From an optimization exercise on the open Yosys and OpenROAD flow, aimed at small area and a short achievable clock period; shortcuts taken in it are not production practice.
No functional check of the RTL was part of any run shown here.
Power and IR drop assume default switching activity.

==> flow/design.v, too long to show whole: its modules and the start of the top module <==
// module vc_dds_cfg_reg: 32 lines
// module vc_phase_accum: 16 lines
// module vc_wave_shaper: 13 lines
// module vc_amp_offset: 678 lines
// module vc_dds_top: 68 lines
module vc_dds_top
(
  input  logic                    clk_user_bufg,
  input  logic                    rst_glb,
  input  logic                    cfg_wr,           
  input  logic [85:0]             cfg,              
  output logic [16-1:0] sample,           
  output logic                    sample_valid,
  output logic [10-1:0]    dac_fsc           
);
  // ...
==> flow/flow/run.sh <==
#!/bin/bash
# Standard ORFS layout, except that the port buffers are the smallest plain
# buffer instead of the default delay-buffer cell. Each tool's output is kept
# by ORFS under orfs/logs/; make's own output goes to flow_make.log.
set -euo pipefail
export BUFFER_PORTS_ARGS="-buffer_cell sky130_fd_sc_hd__buf_1"
bash standard.sh finish > flow_make.log 2>&1
==> flow/standard.sh <==
#!/bin/bash
# synth_recipe.tcl (not shown) runs the flow's synth.tcl, then flattens the netlist and writes it again
# the make line also repeats each setting of config.mk as NAME=value (left out here)
make -C /OpenROAD-flow-scripts/flow DESIGN_CONFIG=/design/flow/config.mk WORK_HOME=/design/flow/orfs CLKGATE_MAP_FILE= SYNTH_SCRIPT=/design/flow/synth_recipe.tcl "${@:-finish}"
==> flow/config.mk <==
export PLATFORM = sky130hd
export DESIGN_NAME = vc_dds_top
export DESIGN_NICKNAME = vc_dds_top
export VERILOG_FILES = /design/flow/design.v
export SDC_FILE = /design/flow/constraint.sdc
export NUM_CORES = 4
export LEC_CHECK = 0
export CAP_MARGIN = 20
export CORE_MARGIN = 2
export CORE_UTILIZATION = 40
export CTS_CLUSTER_DIAMETER = 100
export CTS_CLUSTER_SIZE = 25
export SETUP_SLACK_MARGIN = 3.0
export SLEW_MARGIN = 20
==> flow/constraint.sdc <==
create_clock -name core_clock -period 5.5 [get_ports {clk_user_bufg}]
set_input_delay 1.1000 -clock core_clock [delete_from_list [all_inputs] [get_ports {clk_user_bufg}]]
set_output_delay 1.1000 -clock core_clock [all_outputs]
set_load 0.01 [all_outputs]
==> out/metrics.cfg, run 1 <==
[worst_setup_path]
cp-start-kind = register
regToRegSetupSlack_ns = 2.88
crit_path_top_delay_cell = edfxtp_1

[grt]
grt_pass1_vias = 11400
grt_usage_pct = 16.7
met2_usage_pct = 27.9

[layout]
largestClassByArea = multi-input combinational cells
synthToLayoutAreaGrowth_pct = 11.6
final_util_pct = 45.3
drive_gt1_share_pct = 11.3
clk_share_pct = 2.82
nClkBuffers = 27

[worst_hold_path]
hold_depth = 0

[drt]
dr.pass1.iters = 5
route.met2.wl_mm = 17.1
drtIter0Drc = 663
wl_per_cell_um = 17.1

[sta]
tightest_slew_ns = 0.968

[floorplan]
start_util_pct = 40.6
die_w_um = 211

[cts]
cts-resized-gates = 60
cts_hold_buf = 0
post_cts_buffers = 16

[synth]
syn_nets = 1804
synth_fa_ha_area_share_pct = 20.6
synth_xor_area_share_pct = 10.1

[pwr]
p_leak_uw = 0.00778
seq_cell_power_uw = 4570
p_sw_share_pct = 39.9
seq_power_share_pct = 37.7

[outcome]
outcome = no timing/DRC/antenna violations

[placement]
gp_congestion = 0.832
post-place-cells = 2070

[job]
maxCapViolCount = 0

==> run 2: changes to the inputs <==
--- a/flow/design.v
+++ b/flow/design.v
@@ -637,16 +637,18 @@
   wire s399 = r0_273 ^ r0_274 ^ k368;
   wire k400 = (r0_273 & r0_274) | (r0_273 & k368) | (r0_274 & k368);
   wire s401 = r0_275 ^ r0_276;
   wire k402 = r0_275 & r0_276;
   wire s403 = r0_277 ^ r0_278 ^ r0_279;
   wire k404 = (r0_277 & r0_278) | (r0_277 & r0_279) | (r0_278 & r0_279);
   wire s405 = 1'b1 ^ r0_280;
   wire k406 = 1'b1 & r0_280;
+  wire [10:0] plow_sum = {1'b0, k334, k332, k330, s291, k288, k286, k284, k282, r0_184, r0_180} + {1'b0, s335, s333, s331, s329, s289, s287, s285, s283, s281, r0_181};
+  logic cin_q;
   logic r1_407;
   logic r1_408;
   logic r1_409;
   logic r1_410;
   logic r1_411;
   logic r1_412;
   logic r1_413;
   logic r1_414;
@@ -677,101 +679,62 @@
   logic r1_439;
   logic r1_440;
   logic r1_441;
   logic r1_442;
   logic r1_443;
   logic r1_444;
   logic r1_445;
   logic r1_446;
-  logic r1_447;
-  logic r1_448;
-  logic r1_449;
-  logic r1_450;
-  logic r1_451;
-  logic r1_452;
-  logic r1_453;
-  logic r1_454;
-  logic r1_455;
-  logic r1_456;
-  logic r1_457;
-  logic r1_458;
-  logic r1_459;
-  logic r1_460;
-  logic r1_461;
-  logic r1_462;
-  logic r1_463;
-  logic r1_464;
-  logic r1_465;
-  logic r1_466;
   always_ff @(posedge clk_user_bufg)
   begin
-    r1_407 <= r0_180;
-    r1_408 <= r0_181;
-    r1_409 <= r0_184;
-    r1_410 <= s281;
-    r1_411 <= k282;
-    r1_412 <= s283;
-    r1_413 <= k284;
-    r1_414 <= s285;
-    r1_415 <= k286;
-    r1_416 <= s287;
-    r1_417 <= k288;
-    r1_418 <= s289;
-    r1_419 <= s291;
-    r1_420 <= s329;
-    r1_421 <= k330;
-    r1_422 <= s331;
-    r1_423 <= k332;
-    r1_424 <= s333;
-    r1_425 <= k334;
-    r1_426 <= s335;
-    r1_427 <= k336;
-    r1_428 <= s337;
-    r1_429 <= s369;
-    r1_430 <= s339;
-    r1_431 <= k370;
-    r1_432 <= s371;
-    r1_433 <= k372;
-    r1_434 <= s373;
-    r1_435 <= k374;
-    r1_436 <= s375;
-    r1_437 <= k376;
-    r1_438 <= s377;
-    r1_439 <= k378;
-    r1_440 <= s379;
-    r1_441 <= k380;
-    r1_442 <= s381;
-    r1_443 <= k382;
-    r1_444 <= s383;
-    r1_445 <= k384;
-    r1_446 <= s385;
-    r1_447 <= k386;
-    r1_448 <= s387;
-    r1_449 <= k388;
-    r1_450 <= s389;
-    r1_451 <= k390;
-    r1_452 <= s391;
-    r1_453 <= k392;
-    r1_454 <= s393;
-    r1_455 <= k394;
-    r1_456 <= s395;
-    r1_457 <= k396;
-    r1_458 <= s397;
-    r1_459 <= k398;
-    r1_460 <= s399;
-    r1_461 <= k400;
-    r1_462 <= s401;
-    r1_463 <= k402;
-    r1_464 <= s403;
-    r1_465 <= k404;
-    r1_466 <= s405;
+    cin_q <= plow_sum[10];
+    r1_407 <= k336;
+    r1_408 <= s337;
+    r1_409 <= s369;
+    r1_410 <= s339;
+    r1_411 <= k370;
+    r1_412 <= s371;
+    r1_413 <= k372;
+    r1_414 <= s373;
+    r1_415 <= k374;
+    r1_416 <= s375;
+    r1_417 <= k376;
+    r1_418 <= s377;
+    r1_419 <= k378;
+    r1_420 <= s379;
+    r1_421 <= k380;
+    r1_422 <= s381;
+    r1_423 <= k382;
+    r1_424 <= s383;
+    r1_425 <= k384;
+    r1_426 <= s385;
+    r1_427 <= k386;
+    r1_428 <= s387;
+    r1_429 <= k388;
+    r1_430 <= s389;
+    r1_431 <= k390;
+    r1_432 <= s391;
+    r1_433 <= k392;
+    r1_434 <= s393;
+    r1_435 <= k394;
+    r1_436 <= s395;
+    r1_437 <= k396;
+    r1_438 <= s397;
+    r1_439 <= k398;
+    r1_440 <= s399;
+    r1_441 <= k400;
+    r1_442 <= s401;
+    r1_443 <= k402;
+    r1_444 <= s403;
+    r1_445 <= k404;
+    r1_446 <= s405;
   end
-  wire [29:0] tot = {r1_465, r1_463, r1_461, r1_459, r1_457, r1_455, r1_453, r1_451, r1_449, r1_447, r1_445, r1_443, r1_441, r1_439, r1_437, r1_435, r1_433, r1_431, r1_429, r1_427, r1_425, r1_423, r1_421, r1_419, r1_417, r1_415, r1_413, r1_411, r1_409, r1_407} + {r1_466, r1_464, r1_462, r1_460, r1_458, r1_456, r1_454, r1_452, r1_450, r1_448, r1_446, r1_444, r1_442, r1_440, r1_438, r1_436, r1_434, r1_432, r1_430, r1_428, r1_426, r1_424, r1_422, r1_420, r1_418, r1_416, r1_414, r1_412, r1_410, r1_408};
-  wire [16:0] hisum = tot[29:13];
+  wire [19:0] tot = {r1_445, r1_443, r1_441, r1_439, r1_437, r1_435, r1_433, r1_431, r1_429, r1_427, r1_425, r1_423, r1_421, r1_419, r1_417, r1_415, r1_413, r1_411, r1_409, r1_407} + {r1_446, r1_444, r1_442, r1_440, r1_438, r1_436, r1_434, r1_432, r1_430, r1_428, r1_426, r1_424, r1_422, r1_420, r1_418, r1_416, r1_414, r1_412, r1_410, r1_408} + cin_q;
+  wire [16:0] hisum = tot[19:3];
   assign result = hisum;
   logic [16+RW-1:0] dly_q [1];
   always_ff @(posedge clk_user_bufg)
   begin
     dly_q[0] <= result;
   end
   assign sample = dly_q[0][16] ? {16{1'b1}} : dly_q[0][16-1:0];
 endmodule
==> out/metrics.cfg, run 2 <==
[outcome]
outcome = no timing/DRC/antenna violations

[layout]
drive_gt1_share_pct = 8.02  ; -3.2 points
final_cell_mix = dfxtp_1 (226), xnor2_1 (145), inv_1 (137), a22oi_1 (120), fa_1 (120)
synthToLayoutAreaGrowth_pct = 8.84
instances_no_fill = 2078
regArea_mm2 = 0.00734
top_regs = u_cfg_reg.freq_word x32, u_phase_accum.phase x32, u_amp_offset.dly_q x17
multiInputGateArea_mm2 = 0.00868
layout_commonest_cell = dfxtp_1
nFillCells = 3876
final_nets = 1837
antenna_cells = 0

[sta]
drv_slew = 0
fin_crit_ns = 2.49
rsz0062_at_grt = true
tightest_slew_ns = 0.901  ; -0.0663 ns
fin_crit_sh_pct = 45.3
fin_skew_ns = 0.0235
tns_ns = 0
worst_slack_ns = 3.01
fmax_mhz = 402
hold_violations = 0
max-slew-margin-rel_pct = 39.8
finalSetupViolations = 0

[grt]
grt_overflow = 0
grt_antenna_before_repair = 0
grt_pass1_wl_mm = 57.1
grt_pass1_vias = 10900  ; -4.6%
grt_usage_pct = 16.2  ; -0.52 points
grt_max_degree = 64

[drt]
drtIter0Drc = 753  ; +14%
postRouteAntennaNets = 0
dr.pass1.iters = 6  ; +1
wl_mm = 35.3
wl_per_cell_um = 17.0  ; -0.43%
vias_per_cell = 5.10
drc = 0
vias = 10600

[synth]
synth_top_flop_cell = dfxtp_1
syn_area_mm2 = 0.0168
synth-edff-count = 66
synth_xor_area_share_pct = 10.1  ; +0.061 points
synth_common_cells = dfxtp_1 (247), xnor2_1 (145), inv_1 (138), fa_1 (121), a22oi_1 (120)
syn_area_per_cell_um2 = 11.2
syn_inst = 1493
synth_mux_area_share_pct = 0.194
syn_nets = 1791  ; -0.72%
ys_top_cells_by_area = dfxtp_1 (30%), fa_1 (14%), edfxtp_1 (12%), xnor2_1 (7.6%), ha_1 (6.6%)
synth_top_area_share_pct = 29.5
synth-seq-cells = 328
synth_top_area_cell = dfxtp_1
synth_compound_area_share_pct = 13.5
synth_warnings = 5
ys_seq_area_share_pct = 43.7
yosysMostFrequentCell = dfxtp_1
synth_cell_types = 68
yosys.area_share.simple_pct = 6.06
synth_fa_ha_area_share_pct = 21.0  ; +0.45 points
async_flop_share_pct = 4.57
synth_top_family_by_area = adder cells

[placement]
hpwl_mm = 25.3
gp_congestion = 0.871  ; +4.6%
post-place-cells = 2045  ; -1.2%
port_buffers = 115
dp_worst_setup_slack_ns = 2.61

[floorplan]
start_util_pct = 40.8  ; +0.13 points
die_w_um = 209  ; -1.0%
die-area_mm2 = 0.0435
ios = 116
coreArea_mm2 = 0.0411
die_h_um = 209
rows = 74

[cts]
cts-buffers-inserted = 17
cts.sinks = 328
cts-root-buf = clkbuf_16
cts_hold_buf = 0  ; unchanged
clkTransAtPathRegs_ns = 0.10
htreeDepth = 1
clock_latency_ns = 0.52
cts_tree = built
cts_buffer_depth = 3

[pwr]
powerDensity_mw_per_mm2 = 630
p_leak_uw = 0.00740  ; -4.9%
power_uw = 11500
ir_drop_mv = 0.252

[worst_setup_path]
end_kind = register
slowest_delay_ns = 0.36
cp_data_arrival_time_ns = 2.90
path_cells = ha_2 > inv_2 > fa_2 > nand2b_4 > a21oi_4 > o21ai_2 > nor2b_4 > o311ai_4 > a221oi_4 > o211a_1 > a2111oi_2
cp_max_fo = 5
cp_data_required_time_ns = 5.91
crit_path_top_delay_cell = fa_2
cp-start-kind = register
crit_type = reg -> reg

[job]
maxCapViolCount = 0  ; unchanged

[worst_hold_path]
hold_path_class = reg -> reg

run 2: through the flow:
| stage | area (um2) | hold slack (ns) | utilization, % |
|---|---|---|---|
| final | 18200 | 0.347 | 44.4 |
| after global routing | 18200 | 0.354 | 44.4 |
| after CTS | 18100 | 0.346 | 44.0 |
| after detailed placement | 17500 | 0.327 | 42.6 |
| after global placement | 17500 | 0.327 | 42.6 |
| after floorplan | 16800 | 0.323 | - |
run 2: kinds of logic after synthesis:
logic type               Yosys count
flip-flops                       328
XOR/XNOR                         194
AO/OA/AOI/OAI                    315
buffers and inverters            241
multiplexers                       3
AND/OR/NAND/NOR                  203
adder cells (fa/ha/maj)          209
run 2: path summary, 6_finish.rpt:
check	start	cells past startpoint	slack (ns)	end
min in group asynchronous	rst_glb	2	0.59	valid_q[3]$_DFF_PP0_
setup reg to reg	u_cfg_reg.freq_word[0]$_DFFE_PP_	11	3.01	u_phase_accum.phase[26]$_DFF_P_
hold reg to reg	u_cfg_reg.dc_offset[10]$_DFFE_PP_	0	0.35	u_amp_offset.dco_q[10]$_DFF_P_
setup / recovery	u_cfg_reg.freq_word[0]$_DFFE_PP_	11	3.01	u_phase_accum.phase[26]$_DFF_P_
hold / removal	u_cfg_reg.dc_offset[10]$_DFFE_PP_	0	0.35	u_amp_offset.dco_q[10]$_DFF_P_
max in group asynchronous	rst_glb	2	4.54	u_cfg_reg.dac_fsc[9]$_DFFE_PP1P_
run 2: per-layer routing:
layer | vias up | wire (um) | global-route usage, %
li1 | 5101 | - | -
met1 | 5097 | 15800 | 21.2
met2 | 335 | 16400 | 27.2
met3 | 73 | 2160 | 2.78
met4 | 0 | 909 | 5.52
met5 | - | 0 | 0
run 2: timing repair:
action,4_1_cts,5_1_grt
setup endpoints to repair,29,51
pin swaps,3,14
resized for setup,16,38
setup buffers,2,5
gates cloned,0,0
run 2: worst max-delay path: cells and delay by family (launching register included):
kind / cells / cell delay (ns)
AO/OA/AOI/OAI: 6 / 1.13
adder cells (fa/ha/maj): 2 / 0.55
buffers and inverters: 1 / 0.04
flip-flops: 1 / 0.34
AND/OR/NAND/NOR: 2 / 0.30
run 2: cell type report:
cell class                 count  area share [%]
clock buffer                  25            2.61
clock inverter                 1           0.110
inverter                     142            2.92
multi-input combinational    924            47.6
sequential                   328            40.3
tap                          532            3.65
timing repair buffer         126            2.84
run 2: power breakdown:
part / switching, uW / internal [uW]
logic: 3050 / 2700
clock network: 774 / 617
registers: 874 / 3470
==> module vc_phase_accum, before the edit <==
module vc_phase_accum
(
  input  logic                       clk_user_bufg,
  input  logic                       cfg_wr,
  input  logic [10-1:0]       pcw,
  input  logic [32-1:0]     freq_word,
  output logic [32-1:0]     phase
);
  always_ff @(posedge clk_user_bufg)
  begin
    if (cfg_wr)
      phase <= {pcw, {22{1'b0}}};
    else
      phase <= phase + freq_word;
  end
endmodule
==> module vc_wave_shaper, before the edit <==
module vc_wave_shaper
(
  input  logic                       tri_en,
  input  logic                       saw_en,
  input  logic [32-1:0]     phase,
  output logic [16-1:0]    shape
);
  logic [16-1:0] tri_ramp;
  logic [16-1:0] saw_ramp;
  assign tri_ramp = phase[32-2 -: 16] ^ {16{phase[32-1]}};
  assign saw_ramp = phase[32-1 -: 16];
  assign shape = ({16{tri_en}} & tri_ramp) | ({16{saw_en}} & saw_ramp);
endmodule
==> module vc_dds_top, before the edit <==
module vc_dds_top
(
  input  logic                    clk_user_bufg,
  input  logic                    rst_glb,
  input  logic                    cfg_wr,           
  input  logic [85:0]             cfg,              
  output logic [16-1:0] sample,           
  output logic                    sample_valid,
  output logic [10-1:0]    dac_fsc           
);
  vc_dds_pkg::vc_cfg_t             cfg_s;
  logic                            tri_en;
  logic                            saw_en;
  logic [32-1:0]          freq_word;
  logic [16-1:0]         amp;
  logic [16-1:0]         dc_offset;
  logic [32-1:0]          phase;
  logic [16-1:0]         shape;
  logic                            written_q;       
  logic [3:0]                      valid_q;
  assign cfg_s = cfg;
  vc_dds_cfg_reg u_cfg_reg (
    .clk_user_bufg (clk_user_bufg),
    .rst_glb       (rst_glb),
    .cfg_wr        (cfg_wr),
    .cfg           (cfg_s),
    .tri_en        (tri_en),
    .saw_en        (saw_en),
    .freq_word     (freq_word),
    .amp           (amp),
    .dc_offset     (dc_offset),
    .dac_fsc       (dac_fsc)
  );
  vc_phase_accum u_phase_accum (
    .clk_user_bufg (clk_user_bufg),
    .cfg_wr        (cfg_wr),
    .pcw           (cfg_s.pcw),
    .freq_word     (freq_word),
    .phase         (phase)
  );
  vc_wave_shaper u_wave_shaper (
    .tri_en        (tri_en),
    .saw_en        (saw_en),
    .phase         (phase),
    .shape         (shape)
  );
  vc_amp_offset u_amp_offset (
    .clk_user_bufg (clk_user_bufg),
    .shape         (shape),
    .amp           (amp),
    .dc_offset     (dc_offset),
    .sample        (sample)
  );
  always_ff @(posedge clk_user_bufg or posedge rst_glb)
  begin
    if (rst_glb)
    begin
      written_q <= 1'b0;
      valid_q   <= '0;
    end
    else
    begin
      written_q <= written_q | cfg_wr;
      valid_q   <= {valid_q[2:0], written_q};
    end
  end
  assign sample_valid = valid_q[3];
endmodule
==> run 3: changes to the inputs <==
--- a/flow/design.v
+++ b/flow/design.v
@@ -73,5 +73,15 @@
   input  logic [10-1:0]       pcw,
-  input  logic [32-1:0]     freq_word,
-  output logic [32-1:0]     phase
+  input  logic [32/2-1:0]   cfg_freq_lo,   
+  input  logic [32-1:0]     freq_word,     
+  output logic [32/2:0]     phase_top      
 );
+  localparam int H = 32 / 2;
+  logic [H-1:0] phase_hi;
+  logic [H-1:0] step_lo;
+  logic         carry_q;
+  logic         phase_b15;
+  logic [H:0]   step_next;
+  logic [H:0]   hi_next;      
+  assign step_next = {1'b0, step_lo} + {1'b0, freq_word[H-1:0]};
+  assign hi_next   = {phase_hi, 1'b1} + {freq_word[32-1:H], carry_q};
   always_ff @(posedge clk_user_bufg)
@@ -79,6 +89,17 @@
     if (cfg_wr)
-      phase <= {pcw, {22{1'b0}}};
+    begin
+      phase_hi  <= {pcw, {(22 - H){1'b0}}};
+      step_lo   <= cfg_freq_lo;
+      carry_q   <= 1'b0;
+      phase_b15 <= 1'b0;
+    end
     else
-      phase <= phase + freq_word;
+    begin
+      phase_hi  <= hi_next[H:1];
+      step_lo   <= step_next[H-1:0];
+      carry_q   <= step_next[H];
+      phase_b15 <= step_lo[H-1];
+    end
   end
+  assign phase_top = {phase_hi, phase_b15};
 endmodule
@@ -89,3 +110,3 @@
   input  logic                       saw_en,
-  input  logic [32-1:0]     phase,
+  input  logic [32/2:0]     phase_top,    
   output logic [16-1:0]    shape
@@ -94,4 +115,4 @@
   logic [16-1:0] saw_ramp;
-  assign tri_ramp = phase[32-2 -: 16] ^ {16{phase[32-1]}};
-  assign saw_ramp = phase[32-1 -: 16];
+  assign tri_ramp = phase_top[16-1:0] ^ {16{phase_top[16]}};
+  assign saw_ramp = phase_top[16:1];
   assign shape = ({16{tri_en}} & tri_ramp) | ({16{saw_en}} & saw_ramp);
@@ -757,3 +778,3 @@
   logic [16-1:0]         dc_offset;
-  logic [32-1:0]          phase;
+  logic [32/2:0]          phase_top;       
   logic [16-1:0]         shape;
@@ -778,4 +799,5 @@
     .pcw           (cfg_s.pcw),
+    .cfg_freq_lo   (cfg_s.freq_word[32/2-1:0]),
     .freq_word     (freq_word),
-    .phase         (phase)
+    .phase_top     (phase_top)
   );
@@ -784,3 +806,3 @@
     .saw_en        (saw_en),
-    .phase         (phase),
+    .phase_top     (phase_top),
     .shape         (shape)
--- a/flow/config.mk
+++ b/flow/config.mk
@@ -12,3 +12,3 @@
 export CTS_CLUSTER_SIZE = 25
-export SETUP_SLACK_MARGIN = 3.0
+export SETUP_SLACK_MARGIN = 3.1
 export SLEW_MARGIN = 20
==> out/metrics.cfg, run 3 <==
[grt]
grt_max_degree = 76  ; +19%
grt_pass1_vias = 10800  ; -0.28%
grt_antenna_before_repair = 1  ; +1
grt_pass1_wl_mm = 57.1  ; about the same
grt_usage_pct = 16.2  ; about the same
grt_overflow = 0  ; unchanged

[floorplan]
ios = 116  ; unchanged
die_w_um = 208  ; -0.22%
start_util_pct = 40.7  ; -0.088 points
rows = 74  ; unchanged
coreArea_mm2 = 0.0410  ; -0.23%
die_h_um = 208  ; -0.22%
die-area_mm2 = 0.0434  ; -0.44%

[synth]
syn_nets = 1768  ; -1.3%
syn_area_mm2 = 0.0167  ; -0.44%
syn_area_per_cell_um2 = 11.4  ; +1.2%
synth_top_area_cell = dfxtp_1
synth_top_flop_cell = dfxtp_1
ys_top_cells_by_area = dfxtp_1 (30%), fa_1 (15%), edfxtp_1 (12%), xnor2_1 (7.7%), ha_1 (6.6%)
ys_seq_area_share_pct = 44.1  ; +0.43 points
synth-edff-count = 66  ; unchanged
yosysMostFrequentCell = dfxtp_1
async_flop_share_pct = 4.55  ; -0.028 points
synth-seq-cells = 330  ; +0.61%
syn_inst = 1469  ; -1.6%
synth_common_cells = dfxtp_1 (249), xnor2_1 (147), inv_1 (145), fa_1 (122), a22oi_1 (120)
synth_top_area_share_pct = 29.9  ; +0.37 points
synth_cell_types = 67  ; -1.5%
synth_warnings = 5  ; unchanged

[worst_hold_path]
hold_depth = 0  ; unchanged
hold_path_class = reg -> reg

[placement]
gp_congestion = 0.846  ; -2.8%
port_buffers = 115  ; unchanged
hpwl_mm = 25.6  ; +0.97%

[sta]
drv_slew = 0  ; unchanged
fin_skew_ns = 0.0242  ; +0.000688 ns
fmax_mhz = 409  ; +1.8%
max-slew-margin-rel_pct = 39.7  ; -0.17 points
tns_ns = 0  ; unchanged
fin_crit_sh_pct = 44.5  ; -0.78 points
finalSetupViolations = 0  ; unchanged
hold_violations = 0  ; unchanged
tightest_slew_ns = 0.904  ; +0.00251 ns
rsz0062_at_grt = true
fin_crit_ns = 2.45  ; -0.0429 ns

[drt]
wl_per_cell_um = 17.0  ; about the same
drc = 0  ; unchanged
vias = 10500  ; -0.80%
dr.pass1.iters = 8  ; +2
drtIter0Drc = 758  ; +0.66%
vias_per_cell = 5.12  ; +0.31%
postRouteAntennaNets = 0  ; unchanged
wl_mm = 34.9  ; -1.0%

[cts]
cts_tree = built
cts-buffers-inserted = 17  ; unchanged
htreeDepth = 1  ; unchanged
clkTransAtPathRegs_ns = 0.10  ; about the same
clock_latency_ns = 0.53  ; about the same
cts_buffer_depth = 3  ; unchanged
cts-root-buf = clkbuf_16
cts.sinks = 330  ; +0.61%

[layout]
top_regs = u_cfg_reg.freq_word x32, u_amp_offset.dly_q x17
synthToLayoutAreaGrowth_pct = 8.30
top_register = u_cfg_reg.freq_word
largest_reg_flops = 32
final_util_pct = 44.0  ; -0.32 points
nFillCells = 3838  ; -0.98%
final_cell_mix = dfxtp_1 (215), xnor2_1 (147), inv_1 (145), fa_1 (121), a22oi_1 (120)
drive_gt1_share_pct = 7.29  ; -0.73 points
antenna_cells = 0  ; unchanged
layout_commonest_cell = dfxtp_1
final_nets = 1816  ; -1.1%

[pwr]
powerDensity_mw_per_mm2 = 629  ; about the same
ir_drop_mv = 0.221  ; -12%
p_leak_uw = 0.00730  ; -1.4%

[worst_setup_path]
crit_type = reg -> out
cp-start-kind = register
cp_max_fo = 16  ; +11
rr_worst_depth = 7  ; -4
end_kind = output pin
cp_data_arrival_time_ns = 1.35  ; -1.55 ns
cp_data_required_time_ns = 4.40  ; -1.51 ns

[job]
maxCapViolCount = 0  ; unchanged

[outcome]
outcome = no timing/DRC/antenna violations

## run 3: final cells by class
| class | instances | area (um2) | area share, % |
|---|---|---|---|
| clock buffer | 23 | 458 | 2.53 |
| clock inverter | 2 | 28.8 | 0.159 |
| inverter | 149 | 559 | 3.10 |
| multi-input combinational | 898 | 8460 | 46.8 |
| sequential | 330 | 7400 | 41.0 |
| tap | 532 | 666 | 3.68 |
| timing repair buffer | 121 | 490 | 2.72 |
## run 3: repair_timing
action	4_1_cts	5_1_grt
gates resized for setup	22	26
pin swaps	0	4
hold buffers	0	0
setup buffers	0	2
endpoints found under the setup margin	57	50
## run 3: per-layer routing
metal | share of wire (%) | wire (um) | up-vias | global-route usage (%)
met3 | 5.4 | 1880 | 72 | 2.55
met4 | 2.4 | 832 | 2 | 4.79
li1 | - | - | 5036 | -
met1 | 44 | 15500 | 5114 | 21.2
met5 | 0.037 | 13 | - | 0
met2 | 48 | 16700 | 297 | 27.8
## run 3: logic make-up (layout without fill, tap and decap cells)
logic type / after synthesis / after routing / synth area share (%)
mux: 8 / 8 / 0.510
xor+xnor: 190 / 190 / 9.98
compound gates: 305 / 305 / 13.4
buf+inv: 241 / 295 / 5.43
simple gates: 185 / 185 / 5.39
flops: 330 / 330 / 44.1
fa+ha+maj: 210 / 210 / 21.2
## run 3: where the power goes
| part | total, uW | leakage [uW] | switching, uW | internal (uW) |
|---|---|---|---|---|
| logic | 5620 | 0.00417 | 2980 | 2640 |
| registers | 4370 | 0.00290 | 880 | 3490 |
| clock network | 1380 | 0.000237 | 777 | 600 |
## run 3: metrics by stage
step	hold WS (ns)	setup slack, ns	std cells	area (um2)	total power (uW)
finish	0.345	3.05	2055	18100	11400
detailed placement	0.327	2.30	2028	17500	10000
floorplan	0.323	3.08	1469	16700	8360
global route	0.357	2.97	2055	18100	12600
global placement	0.327	2.31	2028	17500	9830
CTS	0.347	3.01	2053	18000	11500
## run 3: worst paths after layout
kind                                                   startpoint                                 to  slack (ns)
worst min register to register   u_cfg_reg.dc_offset[3]$_DFFE_PP_      u_amp_offset.dco_q[3]$_DFF_P_        0.35
worst max register to register   u_cfg_reg.freq_word[4]$_DFFE_PP_  u_phase_accum.step_lo[14]$_DFF_P_        3.16
worst min-delay path             u_cfg_reg.dc_offset[3]$_DFFE_PP_      u_amp_offset.dco_q[3]$_DFF_P_        0.35
worst max-delay path            u_amp_offset.dly_q[0][16]$_DFF_P_                          sample[9]        3.05
max in group asynchronous                                 rst_glb   u_cfg_reg.dac_fsc[3]$_DFFE_PP1P_        4.56
min in group asynchronous                                 rst_glb               valid_q[0]$_DFF_PP0_        0.58
## run 3: worst max-delay path: stages, from the launching register on
cell     delay, ns
dfxtp_4       0.39
or2_2         0.29
buf_1         0.14

==> static timing again, ports no longer ideal <==
Ports are ideal in the flow. The routed layouts listed here were re-timed in OpenROAD.
Step 1 sets driving cells, clkbuf_16 on the clock port and buf_2 on the other inputs (assumed; they add their load-dependent delay and slew).
Step 2 adds t to the input delays and takes it off the output delays; t is the mean of the earliest and latest rising clock arrival at the registers after step 1. Input paths then give back, and output paths get back, about the clock's delay inside the block.
Slacks: ideal / step 1 / step 2; pairs: ideal / step 1.
run	shift t [ns]	slack for setup (ns)	worst setup path after step 2	worst register clock-pin slew, ns	pins driven straight from the clock port
run 1	0.577	2.884 / 2.884 / 2.615	input to register	0.11 / 0.11	1
run 2	0.561	3.010 / 3.010 / 2.635	input to register	0.10 / 0.10	1
run 3	0.573	3.053 / 2.999 / 2.819	input to register	0.10 / 0.10	1
After both steps setup and hold are still met in every run listed. For run 2, which loses most, drivers alone change the setup slack by 0.000 ns; drivers and shift together by -0.375 ns.
